This is an optimization exercise on Yosys and OpenROAD, whose aim is small area, a short achievable clock period and few clock cycles per item, not a production implementation.
The RTL was checked by simulation tests, not by an equivalence proof against the original design.

== run 1 ==
// pow_stream
module pow_stream #(
  parameter int DATA_W = 32,
  parameter int EXP_W  = 3,
  parameter int ID_W   = 1
) (
  input  logic              clk,
  input  logic              aresetn,
  input  logic              s_tvalid,
  output logic              s_tready,
  input  logic [DATA_W-1:0] s_tdata,
  input  logic [EXP_W-1:0]  s_texp,
  input  logic [ID_W-1:0]   s_tid,
  input  logic              s_tlast,
  output logic              m_tvalid,
  input  logic              m_tready,
  output logic [DATA_W-1:0] m_tdata,
  output logic [ID_W-1:0]   m_tid,
  output logic              m_tlast,
  output logic              m_tovf
);
Settings: LEC_CHECK=0, CAP_MARGIN=20, CORE_MARGIN=2, CORE_UTILIZATION=40, SETUP_SLACK_MARGIN=5, SLEW_MARGIN=20, SYNTH_HIERARCHICAL=1, SYNTH_MINIMUM_KEEP_SIZE=0; clock period 9.5 ns.
run.sh (not shown) runs the stock make flow with config.mk's settings and CLKGATE_MAP_FILE= SYNTH_SCRIPT=/design/flow/synth_recipe.tcl, a recipe that flattens the netlist after the stock synthesis.
Run 1 | stages: all done | timing, DRC, antenna: all pass
Testbench counts of run 1, summed over its fixed seeds: cycles 8,064, items 8,000.
### run 1 -> run 2
- putting CTS_BUF_LIST at sky130_fd_sc_hd__clkbuf_8 where nothing was set
- putting CTS_CLUSTER_SIZE at 40 where nothing was set
- swapping 40 for 60 in CORE_UTILIZATION
Findings:
Against run 1 as the reference, run 2 delivers a lower maximum frequency. Looking only at met2 routing resource usage after global routing, and setting everything else aside, the lower value of run 2 and run 1 goes to run 1. Run 2 -> run 1: share of synthesized registers carrying an async set or reset delta 0, exact match. NOTE clock-buffer cell count run 1->run 2 increased by more than 10%. Relative to run 1, die area has gone down in run 2.

Setup of job 5879:
Another version of the RTL of pow_stream (not shown whole).
Size in the first run: roughly 3600 cells after synthesis, ~0.051 sq mm of cells after synthesis.
Settings: LEC_CHECK=0, CAP_MARGIN=20, CORE_MARGIN=2, CORE_UTILIZATION=50, CTS_CLUSTER_DIAMETER=100, CTS_CLUSTER_SIZE=20, PLACE_DENSITY=0.7, SETUP_SLACK_MARGIN=5, SLEW_MARGIN=20, SYNTH_HIERARCHICAL=1, SYNTH_MINIMUM_KEEP_SIZE=0; clock period 9.5 ns.
Testbench counts of job 5879, summed over its fixed seeds: cycles 8,064, items 8,000.
Here is what was changed in the inputs of job 2775 compared with job 5879.
diff --git a/flow/config.mk b/flow/config.mk
--- a/flow/config.mk
+++ b/flow/config.mk
@@ -9,6 +9,5 @@
 export CORE_MARGIN = 2
-export CORE_UTILIZATION = 50
+export CORE_UTILIZATION = 40
 export CTS_CLUSTER_DIAMETER = 100
 export CTS_CLUSTER_SIZE = 20
-export PLACE_DENSITY = 0.7
 export SETUP_SLACK_MARGIN = 5
@@ -17 +16,2 @@
 export SYNTH_MINIMUM_KEEP_SIZE = 0
+export TNS_END_PERCENT = 5
- Where final critical-path required period is concerned, job 5879 is better than job 2775.
- As far as adder-cell share of the synthesized area goes, job 2775 and job 5879 are indistinguishable; the numbers are identical.
- Detailed-routed wire length on met2 ended up 1900 um higher on job 2775 than on job 5879.
- Critical path class = flip-flop to flip-flop: job 5879; critical path class = primary input to output pin: job 2775
Modified inputs, job 9961 compared to job 2775
diff --git a/flow/config.mk b/flow/config.mk
--- a/flow/config.mk
+++ b/flow/config.mk
@@ -10,4 +10,4 @@
 export CORE_UTILIZATION = 40
-export CTS_CLUSTER_DIAMETER = 100
-export CTS_CLUSTER_SIZE = 20
+export CTS_CLUSTER_DIAMETER = 80
+export CTS_CLUSTER_SIZE = 28
 export SETUP_SLACK_MARGIN = 5
@@ -16,2 +16 @@
 export SYNTH_MINIMUM_KEEP_SIZE = 0
-export TNS_END_PERCENT = 5
## What came out
Job 9961 and job 2775 ended up with nearly the same sequential share of layout area.
Job 2775 → job 9961: global-route met2 utilization moved down, worst hold margin down 23 ps.
Modified inputs, job 1460 compared to job 9961
diff --git a/flow/config.mk b/flow/config.mk
--- a/flow/config.mk
+++ b/flow/config.mk
@@ -10,5 +10,5 @@
 export CORE_UTILIZATION = 40
-export CTS_CLUSTER_DIAMETER = 80
-export CTS_CLUSTER_SIZE = 28
-export SETUP_SLACK_MARGIN = 5
+export CTS_CLUSTER_DIAMETER = 100
+export CTS_CLUSTER_SIZE = 20
+export SETUP_SLACK_MARGIN = 0
 export SLEW_MARGIN = 20
--- outcome ---
Job 1460 -> job 9961: number of iterations in the first detailed-routing pass flat. Delta (job 1460 minus job 9961): placed wire-length estimate decreased about 0.4%, clock network latency to the later pin of the worst-skew pair now sits lower, setup slack after placement went down by 140 ps. Via density per instance on job 1460 is down relative to job 9961. Compared with job 9961, job 1460 ends up with a smaller final cell area. Relative to job 9961, via count has decreased by about 0.8% in job 1460. | global-route usage | job 1460 vs job 9961 | ≈ equal |. Row post-route worst hold slack: job 1460 higher / job 9961 lower.
Relative to job 1460, the following input files were edited for job 2438:
diff --git a/flow/config.mk b/flow/config.mk
--- a/flow/config.mk
+++ b/flow/config.mk
@@ -12,3 +12,4 @@
 export CTS_CLUSTER_SIZE = 20
-export SETUP_SLACK_MARGIN = 0
+export GPL_ROUTABILITY_DRIVEN = 0
+export SETUP_SLACK_MARGIN = 5
 export SLEW_MARGIN = 20
Job 1460 ended up with met4 as its uppermost layer routed; job 2438 ended up with met5.
Summary of job 2438 over job 1460: routed wire length went up by about 0.9%; area of the multi-input gates was more or less identical; total number of nets in the final design was more or less identical; final area went up by 0.63%.
Job 2438 was carried through to the last stage, and its layout satisfied the timing, design-rule and antenna checks.

## separate check: timing with driven ports
The results above use ideal ports. As a check the final layouts listed here were re-extracted and re-timed, cells and wires unchanged. Step 1, drivers: a clkbuf_16 drives clk and a buf_2 each remaining input, both assumed. Step 2 moves the port delays by t, midway between the first and last clock arrival at a register: inputs arrive t later, outputs are due t later. That takes back most of the time a late clock gives input paths. Three values: no drivers, after step 1, after step 2; two values: the first two.
run | t (ns) | setup WS [ns] | worst setup path at the end | clock arrival spread, ns | pins driven straight from the clock port
run 1 | 0.732 | 4.896 / 4.896 / 4.896 | register to register | 0.040 / 0.041 | 1
run 2 | 0.843 | 4.784 / 4.784 / 4.784 | register to register | 0.050 / 0.050 | 1
job 5879 | 0.664 | 5.044 / 5.044 / 4.630 | input to register | 0.030 / 0.030 | 1
job 2775 | 0.686 | 4.909 / 4.888 / 4.538 | input to register | 0.045 / 0.045 | 1
job 9961 | 0.685 | 5.059 / 5.056 / 4.588 | input to register | 0.060 / 0.060 | 1
job 1460 | 0.671 | 4.041 / 4.013 / 3.782 | input to register | 0.044 / 0.043 | 1
job 2438 | 0.681 | 5.070 / 5.048 / 4.598 | input to register | 0.041 / 0.041 | 1
After both steps every run listed still meets setup and hold. The setup slack of job 2438, which loses most, moves by -0.022 ns with the drivers and by -0.472 ns with both steps.
